This design comes from an exercise in tuning for small area, a short achievable clock period and few clock cycles per item on the open sky130 flow, not from production work.
At most, simulation tests tie the RTL to the original design; equivalence was not proved.

==> flow/design.v <==
`default_nettype none
module ex_mdu (
   input  logic        clk,
   input  logic        reset,
   input  logic        start,
   input  logic [2:0]  md_op,
   input  logic [31:0] rs,
   input  logic [31:0] rt,
   output logic        busy,
   output logic [31:0] hi,
   output logic [31:0] lo
);
   localparam int KM = 8;              
   localparam int W  = 32 + KM;        
   localparam logic [2:0] OP_MULT  = 3'd1;
   localparam logic [2:0] OP_MULTU = 3'd2;
   localparam logic [2:0] OP_DIV   = 3'd3;
   localparam logic [2:0] OP_DIVU  = 3'd4;
   localparam logic [2:0] OP_MTHI  = 3'd5;
   localparam logic [2:0] OP_MTLO  = 3'd6;
   logic        busy_q;
   logic [31:0] hi_q, lo_q;
   logic [31:0] b_q;                   
   logic [5:0]  rem_q;                 
   logic        mul_q, sgn_q, aneg_q, dneg_q, post_q, inc_q, first_q;
   logic          mlast;
   logic          mneg;
   logic [32:0]   bx, nx;
   logic [W-1:0]  cs_s, cs_c, row, s_n, c_n;
   logic [W-1:0]  msum;
   logic          mc;
   always_comb begin
      mlast = (rem_q == 6'(KM));
      mneg  = mlast & sgn_q & lo_q[KM-1];
      bx    = {sgn_q & b_q[31], b_q};
      cs_s  = W'({~(sgn_q & hi_q[31]), hi_q});
      cs_c  = W'({~(lo_q[0] & bx[32]), lo_q[0] ? bx[31:0] : 32'd0});
      for (int i = 1; i < KM; i++) begin
         if (i == KM - 1) begin
            nx  = mneg ? ~bx : bx;
            row = (W'({~(lo_q[i] & nx[32]), lo_q[i] ? nx[31:0] : 32'd0}) << i)
                | W'({(KM-1){mneg}});
         end else begin
            row = W'({~(lo_q[i] & bx[32]), lo_q[i] ? bx[31:0] : 32'd0}) << i;
         end
         s_n  = cs_s ^ cs_c ^ row;
         c_n  = ((cs_s & cs_c) | ((cs_s ^ cs_c) & row)) << 1;
         cs_s = s_n;
         cs_c = c_n;
      end
      mc = mneg;
      for (int i = 0; i < W; i++) begin
         msum[i] = cs_s[i] ^ cs_c[i] ^ mc;
         mc      = (cs_s[i] & cs_c[i]) | ((cs_s[i] ^ cs_c[i]) & mc);
      end
   end
   logic [31:0] lo_e;
   logic        ic;
   always_comb begin
      ic = inc_q;
      for (int i = 0; i < 32; i++) begin
         lo_e[i] = lo_q[i] ^ ic;
         ic      = lo_q[i] & ic;
      end
   end
   logic        qn;                    
   logic [32:0] dx, dy, dt;
   logic        dc, dq;
   logic [31:0] dm, am;                
   logic [4:0]  ma, mdv;               
   logic [5:0]  sh;
   logic [4:0]  se;
   logic [31:0] bsh;
   always_comb begin
      qn  = aneg_q ^ dneg_q;
      dm  = b_q ^ {32{dneg_q}};
      am  = hi_q ^ {32{aneg_q}};
      ma  = 5'd0;
      mdv = 5'd0;
      for (int i = 0; i < 32; i++) begin
         if (am[i]) ma  = 5'(i);
         if (dm[i]) mdv = 5'(i);
      end
      sh  = {1'b0, ma} - {1'b0, mdv} + {5'd0, aneg_q};
      se  = first_q ? sh[4:0] : 5'd0;
      bsh = b_q << se;
      dx = {aneg_q & hi_q[31], hi_q};
      dy = {~aneg_q, bsh ^ {32{aneg_q ^ ~dneg_q}}};    
      dc = ~qn;
      for (int i = 0; i < 33; i++) begin
         dt[i] = dx[i] ^ dy[i] ^ dc;
         dc    = (dx[i] & dy[i]) | ((dx[i] ^ dy[i]) & dc);
      end
      dq = aneg_q ? (dt[32] | (dt == 33'd0)) : dc;
   end
   logic        dlast;
   assign dlast = first_q ? (sh[5] | (sh[4:0] == 5'd0)) : (rem_q == 6'd0);
   logic        op_mul, op_div, op_dsg, zero;
   assign op_mul = (md_op == OP_MULT) | (md_op == OP_MULTU);
   assign op_div = (md_op == OP_DIV) | (md_op == OP_DIVU);
   assign op_dsg = (md_op == OP_DIV);
   assign zero   = (rt == 32'd0);
   always_ff @(posedge clk) begin
      if (!busy_q) begin
         mul_q   <= ~op_div;
         sgn_q   <= (md_op == OP_MULT);
         aneg_q  <= op_dsg & rs[31];
         dneg_q  <= op_dsg & rt[31];
         inc_q   <= 1'b0;
         post_q  <= 1'b0;
         first_q <= 1'b1;
         rem_q   <= 6'd32;
         b_q     <= rt;
      end
      if (reset) begin
         busy_q <= 1'b0;
         hi_q   <= 32'd0;
         lo_q   <= 32'd0;
      end else if (!busy_q) begin
         if (start) begin
            if (op_mul | (op_div & ~zero)) busy_q <= 1'b1;
            if (op_mul) begin
               lo_q <= rs;
               hi_q <= 32'd0;
            end
            if (op_div & ~zero) hi_q <= rs;
            if (md_op == OP_MTHI) hi_q <= rs;
            if (md_op == OP_MTLO) lo_q <= rs;
         end
      end else if (mul_q) begin
         hi_q  <= msum[W-1:KM];
         lo_q  <= {msum[KM-1:0], lo_q[31:KM]};
         rem_q <= rem_q - 6'(KM);
         if (mlast) busy_q <= 1'b0;
      end else if (!post_q) begin
         first_q <= 1'b0;
         if (dq & ~(first_q & sh[5])) hi_q <= dt[31:0];
         lo_q  <= {(first_q ? {31{qn}} : lo_q[30:0]), dq & ~(first_q & sh[5]) ^ qn};
         b_q   <= {dneg_q, bsh[31:1]};
         rem_q <= first_q ? {1'b0, sh[4:0]} - 6'd1 : rem_q - 6'd1;
         if (dlast) begin
            if (qn) begin
               post_q <= 1'b1;
               inc_q  <= 1'b1;
            end else begin
               busy_q <= 1'b0;
            end
         end
      end else begin
         lo_q   <= lo_e;
         busy_q <= 1'b0;
      end
   end
   assign busy = busy_q;
   assign hi   = hi_q;
   assign lo   = lo_q;
endmodule
`default_nettype wire
clock: 110.0 ns
lec_check: 0
cap_margin: 20
core_margin: 2
core_utilization: 40
slew_margin: 20
standard.sh (not shown) runs the stock make flow with config.mk's settings and CLKGATE_MAP_FILE= SYNTH_SCRIPT=/design/flow/synth_recipe.tcl, a recipe that flattens the netlist after the stock synthesis.
==> flow/flow/run.sh <==
#!/bin/bash
# Own layout flow: the standard layout (standard.sh: standard synthesis,
# floorplan, place, CTS, route, finish) with one change: the buffers ORFS puts
# on every input and output port are sky130_fd_sc_hd__buf_1 cells instead of
# the default choice (clkdlybuf4s50_1, a slow and large delay buffer).
# Full make output goes to flow_standard.log in the work folder.
set -euo pipefail
cd "$(dirname "${BASH_SOURCE[0]}")/.."
export BUFFER_PORTS_ARGS="-buffer_cell sky130_fd_sc_hd__buf_1"
status=0
bash standard.sh > flow_standard.log 2>&1 || status=$?
tail -n 20 flow_standard.log
exit $status
The baseline went through all stages and came out clean.
Then changed:
--- a/flow/design.v
+++ b/flow/design.v
@@ -70,25 +70,25 @@
    logic [4:0]  ma, mdv;               
    logic [5:0]  sh;
    logic [4:0]  se;
    logic [31:0] bsh;
    always_comb begin
       qn  = aneg_q ^ dneg_q;
-      dm  = b_q ^ {32{dneg_q}};
+      dm  = ~b_q;
       am  = hi_q ^ {32{aneg_q}};
       ma  = 5'd0;
       mdv = 5'd0;
       for (int i = 0; i < 32; i++) begin
          if (am[i]) ma  = 5'(i);
          if (dm[i]) mdv = 5'(i);
       end
       sh  = {1'b0, ma} - {1'b0, mdv} + {5'd0, aneg_q};
       se  = first_q ? sh[4:0] : 5'd0;
-      bsh = b_q << se;
+      bsh = (b_q << se) | (~(32'hFFFF_FFFF << se) & {32{~dneg_q}});
       dx = {aneg_q & hi_q[31], hi_q};
-      dy = {~aneg_q, bsh ^ {32{aneg_q ^ ~dneg_q}}};    
+      dy = {1'b1, bsh} ^ {33{aneg_q}};
       dc = ~qn;
       for (int i = 0; i < 33; i++) begin
          dt[i] = dx[i] ^ dy[i] ^ dc;
          dc    = (dx[i] & dy[i]) | ((dx[i] ^ dy[i]) & dc);
       end
       dq = aneg_q ? (dt[32] | (dt == 33'd0)) : dc;
@@ -107,13 +107,13 @@
          aneg_q  <= op_dsg & rs[31];
          dneg_q  <= op_dsg & rt[31];
          inc_q   <= 1'b0;
          post_q  <= 1'b0;
          first_q <= 1'b1;
          rem_q   <= 6'd32;
-         b_q     <= rt;
+         b_q     <= rt ^ {32{op_div & ~(op_dsg & rt[31])}};
       end
       if (reset) begin
          busy_q <= 1'b0;
          hi_q   <= 32'd0;
          lo_q   <= 32'd0;
       end else if (!busy_q) begin
@@ -133,13 +133,13 @@
          rem_q <= rem_q - 6'(KM);
          if (mlast) busy_q <= 1'b0;
       end else if (!post_q) begin
          first_q <= 1'b0;
          if (dq & ~(first_q & sh[5])) hi_q <= dt[31:0];
          lo_q  <= {(first_q ? {31{qn}} : lo_q[30:0]), dq & ~(first_q & sh[5]) ^ qn};
-         b_q   <= {dneg_q, bsh[31:1]};
+         b_q   <= {1'b1, bsh[31:1]};
          rem_q <= first_q ? {1'b0, sh[4:0]} - 6'd1 : rem_q - 6'd1;
          if (dlast) begin
             if (qn) begin
                post_q <= 1'b1;
                inc_q  <= 1'b1;
             end else begin
Setup slack loses 0.45 ns.
Synthesized area increases by 0.53%.
First-iteration DRC count increases by 22%.
Clock-buffer cell count stays the same.
Testbench counts after the change, summed over its fixed seeds: cycles 64,325, ops 12,000.
Only the layout flow was run in the first run of this note; the RTL was not checked for function there.

---

Another version of the RTL of ex_mdu (not shown whole).
For scale: ~2300 cells after synthesis, ~110 flip-flops, ~17000 µm² of cells after synthesis.
==> module ex_mdu, before the edit <==
module ex_mdu (
   input  logic        clk,
   input  logic        reset,
   input  logic        start,
   input  logic [2:0]  md_op,
   input  logic [31:0] rs,
   input  logic [31:0] rt,
   output logic        busy,
   output logic [31:0] hi,
   output logic [31:0] lo
);
   localparam int KM = 8;              
   localparam int W  = 32 + KM;        
   localparam logic [2:0] OP_MULT  = 3'd1;
   localparam logic [2:0] OP_MULTU = 3'd2;
   localparam logic [2:0] OP_DIV   = 3'd3;
   localparam logic [2:0] OP_DIVU  = 3'd4;
   localparam logic [2:0] OP_MTHI  = 3'd5;
   localparam logic [2:0] OP_MTLO  = 3'd6;
   logic        busy_q;
   logic [31:0] hi_q, lo_q;
   logic [31:0] b_q;                   
   logic [5:0]  rem_q;                 
   logic        mul_q, sgn_q, aneg_q, dneg_q, first_q;
   logic        qn;                    
   logic [31:0] dm, am;                
   logic [4:0]  ma, mdv;               
   logic [5:0]  sh;
   logic [4:0]  se;
   logic [31:0] bsh;
   always_comb begin
      qn  = aneg_q ^ dneg_q;
      dm  = b_q ^ {32{dneg_q}};
      am  = hi_q ^ {32{aneg_q}};
      ma  = 5'd0;
      mdv = 5'd0;
      for (int i = 0; i < 32; i++) begin
         if (am[i]) ma  = 5'(i);
         if (dm[i]) mdv = 5'(i);
      end
      sh  = {1'b0, ma} - {1'b0, mdv} + {5'd0, aneg_q};
      se  = (first_q & ~mul_q) ? sh[4:0] : 5'd0;
      bsh = b_q << se;
   end
   logic          mlast;
   logic          mneg;
   logic [KM-1:0] dg;
   logic [32:0]   bx, bm, nx;
   logic [W-1:0]  cs_s, cs_c, row, s_n, c_n;
   logic [W-1:0]  msum;
   logic          mc;
   logic [31:0]   dt;
   logic          dq;
   always_comb begin
      mlast = (rem_q == 6'(KM));
      mneg  = mul_q & mlast & sgn_q & lo_q[KM-1];
      dg    = mul_q ? lo_q[KM-1:0] : KM'(1);
      bx    = {mul_q ? (sgn_q & b_q[31]) : ~aneg_q,
               bsh ^ {32{~mul_q & (aneg_q ^ ~dneg_q)}}};
      bm    = {sgn_q & b_q[31], b_q};
      cs_s  = (mul_q & first_q) ? W'(33'h1_0000_0000)
                                : W'({~((mul_q ? sgn_q : aneg_q) & hi_q[31]), hi_q});
      cs_c  = W'({~(dg[1] & bm[32]), dg[1] ? bm[31:0] : 32'd0}) << 1;
      for (int i = 2; i <= KM; i++) begin
         if (i == KM) begin
            row = W'({~(dg[0] & bx[32]), dg[0] ? bx[31:0] : 32'd0});
         end else if (i == KM - 1) begin
            nx  = mneg ? ~bm : bm;
            row = (W'({~(dg[i] & nx[32]), dg[i] ? nx[31:0] : 32'd0}) << i)
                | W'({(KM-1){mneg}});
         end else begin
            row = W'({~(dg[i] & bm[32]), dg[i] ? bm[31:0] : 32'd0}) << i;
         end
         s_n  = cs_s ^ cs_c ^ row;
         c_n  = ((cs_s & cs_c) | ((cs_s ^ cs_c) & row)) << 1;
         cs_s = s_n;
         cs_c = c_n;
      end
      mc = mneg | (~mul_q & ~qn);
      for (int i = 0; i < W; i++) begin
         msum[i] = cs_s[i] ^ cs_c[i] ^ mc;
         mc      = (cs_s[i] & cs_c[i]) | ((cs_s[i] ^ cs_c[i]) & mc);
      end
      dt = msum[31:0];
      dq = aneg_q ? (msum[32] | (msum[32:0] == 33'd0)) : ~msum[32];
   end
   logic        dlast;
   assign dlast = first_q ? (sh[5] | (sh[4:0] == 5'd0)) : (rem_q == 6'd0);
   logic [30:0] qb, qbi;
   logic        qx, qi, qc;
   logic [31:0] lo_dv;
   always_comb begin
      qb = first_q ? {31{qn}} : lo_q[30:0];
      qx = (dq & ~(first_q & sh[5])) ^ qn;
      qi = dlast & qn;
      qc = 1'b1;
      for (int i = 0; i < 31; i++) begin
         qbi[i] = qb[i] ^ qc;
         qc     = qb[i] & qc;
      end
      lo_dv = {(qx & qi) ? qbi : qb, qx ^ qi};
   end
   logic        op_mul, op_div, op_dsg, zero;
   assign op_mul = (md_op == OP_MULT) | (md_op == OP_MULTU);
   assign op_div = (md_op == OP_DIV) | (md_op == OP_DIVU);
   assign op_dsg = (md_op == OP_DIV);
   assign zero   = (rt == 32'd0);
   always_ff @(posedge clk) begin
      if (!busy_q) begin
         mul_q   <= ~op_div;
         sgn_q   <= (md_op == OP_MULT);
         aneg_q  <= op_dsg & rs[31];
         dneg_q  <= op_dsg & rt[31];
         first_q <= 1'b1;
         rem_q   <= 6'd32;
         b_q     <= rt;
      end
      if (reset) begin
         busy_q <= 1'b0;
         hi_q   <= 32'd0;
         lo_q   <= 32'd0;
      end else if (!busy_q) begin
         if (start) begin
            if (op_mul | (op_div & ~zero)) busy_q <= 1'b1;
            if (op_mul) lo_q <= rs;
            if (op_div & ~zero) hi_q <= rs;
            if (md_op == OP_MTHI) hi_q <= rs;
            if (md_op == OP_MTLO) lo_q <= rs;
         end
      end else if (mul_q) begin
         first_q <= 1'b0;
         hi_q  <= msum[W-1:KM];
         lo_q  <= {msum[KM-1:0], lo_q[31:KM]};
         rem_q <= rem_q - 6'(KM);
         if (mlast) busy_q <= 1'b0;
      end else begin
         first_q <= 1'b0;
         if (dq & ~(first_q & sh[5])) hi_q <= dt[31:0];
         lo_q  <= lo_dv;
         b_q   <= {dneg_q, bsh[31:1]};
         rem_q <= first_q ? {1'b0, sh[4:0]} - 6'd1 : rem_q - 6'd1;
         if (dlast) busy_q <= 1'b0;
      end
   end
   assign busy = busy_q;
   assign hi   = hi_q;
   assign lo   = lo_q;
endmodule
==> flow/config.mk <==
export PLATFORM = sky130hd
export DESIGN_NAME = ex_mdu
export DESIGN_NICKNAME = ex_mdu
export VERILOG_FILES = /design/flow/design.v
export SDC_FILE = /design/flow/constraint.sdc
export NUM_CORES = 4
export LEC_CHECK = 0
export ABC_AREA = 1
export CAP_MARGIN = 20
export CORE_MARGIN = 2
export CORE_UTILIZATION = 40
export SLEW_MARGIN = 20
==> flow/constraint.sdc <==
create_clock -name core_clock -period 110.0 [get_ports {clk}]
set_input_delay 22.0000 -clock core_clock [delete_from_list [all_inputs] [get_ports {clk}]]
set_output_delay 22.0000 -clock core_clock [all_outputs]
set_load 0.01 [all_outputs]
==> flow/flow/run.sh <==
#!/bin/bash
# Own layout flow: the standard layout (standard.sh: standard synthesis,
# floorplan, place, CTS, route, finish) with two changes:
#  - the buffers ORFS puts on every input and output port are
#    sky130_fd_sc_hd__buf_1 cells instead of the default choice
#    (clkdlybuf4s50_1, a slow and large delay buffer);
#  - ORFS's setup repair after CTS works on every
#    path with less than SETUP_SLACK_MARGIN ns of slack, so it also speeds up
#    the paths from the inputs, which set the period this design achieves.
#    The clock period and all constraints stay the design's.
# Full make output goes to flow_standard.log in the work folder.
set -euo pipefail
cd "$(dirname "${BASH_SOURCE[0]}")/.."
export BUFFER_PORTS_ARGS="-buffer_cell sky130_fd_sc_hd__buf_1"
export SETUP_SLACK_MARGIN=86.6
export SKIP_INCREMENTAL_REPAIR=1
status=0
bash standard.sh > flow_standard.log 2>&1 || status=$?
tail -n 20 flow_standard.log
exit $status
Testbench counts at the start, summed over its fixed seeds: cycles 63,217, ops 12,000.
Rerun with:
--- a/flow/design.v
+++ b/flow/design.v
@@ -21,9 +21,18 @@
    logic        busy_q;
    logic [31:0] hi_q, lo_q;
    logic [31:0] b_q;                   
    logic [5:0]  rem_q;                 
-   logic        mul_q, sgn_q, aneg_q, dneg_q, first_q;
+   logic        mul_q, sgn_q, aneg_q, dneg_q, post_q, inc_q, first_q;
+   logic [31:0] lo_e;
+   logic        ic;
+   always_comb begin
+      ic = inc_q;
+      for (int i = 0; i < 32; i++) begin
+         lo_e[i] = lo_q[i] ^ ic;
+         ic      = lo_q[i] & ic;
+      end
+   end
    logic        qn;                    
    logic [31:0] dm, am;                
    logic [4:0]  ma, mdv;               
    logic [5:0]  sh;
@@ -58,10 +67,9 @@
       dg    = mul_q ? lo_q[KM-1:0] : KM'(1);
       bx    = {mul_q ? (sgn_q & b_q[31]) : ~aneg_q,
                bsh ^ {32{~mul_q & (aneg_q ^ ~dneg_q)}}};
       bm    = {sgn_q & b_q[31], b_q};
-      cs_s  = (mul_q & first_q) ? W'(33'h1_0000_0000)
-                                : W'({~((mul_q ? sgn_q : aneg_q) & hi_q[31]), hi_q});
+      cs_s  = W'({~((mul_q ? sgn_q : aneg_q) & hi_q[31]), hi_q});
       cs_c  = W'({~(dg[1] & bm[32]), dg[1] ? bm[31:0] : 32'd0}) << 1;
       for (int i = 2; i <= KM; i++) begin
          if (i == KM) begin
             row = W'({~(dg[0] & bx[32]), dg[0] ? bx[31:0] : 32'd0});
@@ -86,22 +94,8 @@
       dq = aneg_q ? (msum[32] | (msum[32:0] == 33'd0)) : ~msum[32];
    end
    logic        dlast;
    assign dlast = first_q ? (sh[5] | (sh[4:0] == 5'd0)) : (rem_q == 6'd0);
-   logic [30:0] qb, qbi;
-   logic        qx, qi, qc;
-   logic [31:0] lo_dv;
-   always_comb begin
-      qb = first_q ? {31{qn}} : lo_q[30:0];
-      qx = (dq & ~(first_q & sh[5])) ^ qn;
-      qi = dlast & qn;
-      qc = 1'b1;
-      for (int i = 0; i < 31; i++) begin
-         qbi[i] = qb[i] ^ qc;
-         qc     = qb[i] & qc;
-      end
-      lo_dv = {(qx & qi) ? qbi : qb, qx ^ qi};
-   end
    logic        op_mul, op_div, op_dsg, zero;
    assign op_mul = (md_op == OP_MULT) | (md_op == OP_MULTU);
    assign op_div = (md_op == OP_DIV) | (md_op == OP_DIVU);
    assign op_dsg = (md_op == OP_DIV);
@@ -111,8 +105,10 @@
          mul_q   <= ~op_div;
          sgn_q   <= (md_op == OP_MULT);
          aneg_q  <= op_dsg & rs[31];
          dneg_q  <= op_dsg & rt[31];
+         inc_q   <= 1'b0;
+         post_q  <= 1'b0;
          first_q <= 1'b1;
          rem_q   <= 6'd32;
          b_q     <= rt;
       end
@@ -122,26 +118,38 @@
          lo_q   <= 32'd0;
       end else if (!busy_q) begin
          if (start) begin
             if (op_mul | (op_div & ~zero)) busy_q <= 1'b1;
-            if (op_mul) lo_q <= rs;
+            if (op_mul) begin
+               lo_q <= rs;
+               hi_q <= 32'd0;
+            end
             if (op_div & ~zero) hi_q <= rs;
             if (md_op == OP_MTHI) hi_q <= rs;
             if (md_op == OP_MTLO) lo_q <= rs;
          end
       end else if (mul_q) begin
-         first_q <= 1'b0;
          hi_q  <= msum[W-1:KM];
          lo_q  <= {msum[KM-1:0], lo_q[31:KM]};
          rem_q <= rem_q - 6'(KM);
          if (mlast) busy_q <= 1'b0;
-      end else begin
+      end else if (!post_q) begin
          first_q <= 1'b0;
          if (dq & ~(first_q & sh[5])) hi_q <= dt[31:0];
-         lo_q  <= lo_dv;
+         lo_q  <= {(first_q ? {31{qn}} : lo_q[30:0]), dq & ~(first_q & sh[5]) ^ qn};
          b_q   <= {dneg_q, bsh[31:1]};
          rem_q <= first_q ? {1'b0, sh[4:0]} - 6'd1 : rem_q - 6'd1;
-         if (dlast) busy_q <= 1'b0;
+         if (dlast) begin
+            if (qn) begin
+               post_q <= 1'b1;
+               inc_q  <= 1'b1;
+            end else begin
+               busy_q <= 1'b0;
+            end
+         end
+      end else begin
+         lo_q   <= lo_e;
+         busy_q <= 1'b0;
       end
    end
    assign busy = busy_q;
    assign hi   = hi_q;
What happened: Final cell count went down slightly. Die area went up slightly. Maximum frequency stays flat. First-iteration DRC count went up by a few percent. Count of clock-buffer cells in the layout went up by 1.
No functional check of the RTL was part of the second run of this note.

[port drivers added, routing unchanged]
How much do the figures lean on ideal ports? The routed layouts below were timed once more, with nothing changed but the port constraints. Step 1: set_driving_cell puts a clkbuf_16 on clk and a buf_2 on each other input, an assumption about the parent block. Step 2, shift: input delay + t, output delay - t, t = (earliest + latest rising clock arrival at the registers) / 2. This alone moves slack from input paths to output paths. Three values: no drivers, after step 1, after step 2; two values: the first two.
| run | shift t [ns] | setup slack, ns | worst setup path after step 2 |
|---|---|---|---|
| the first run of note 1 | 0.445 | 85.953 / 85.982 / 85.538 | input to register |
| the second run of note 1 | 0.448 | 85.499 / 85.531 / 85.083 | input to register |
| the first run of note 2 | 0.447 | 86.463 / 86.494 / 86.047 | input to register |
| the second run of note 2 | 0.414 | 86.500 / 86.492 / 86.078 | input to register |
After both steps every run listed still meets setup and hold. For the second run of note 2, which loses most, drivers alone change the setup slack by -0.008 ns; drivers and shift together by -0.422 ns.
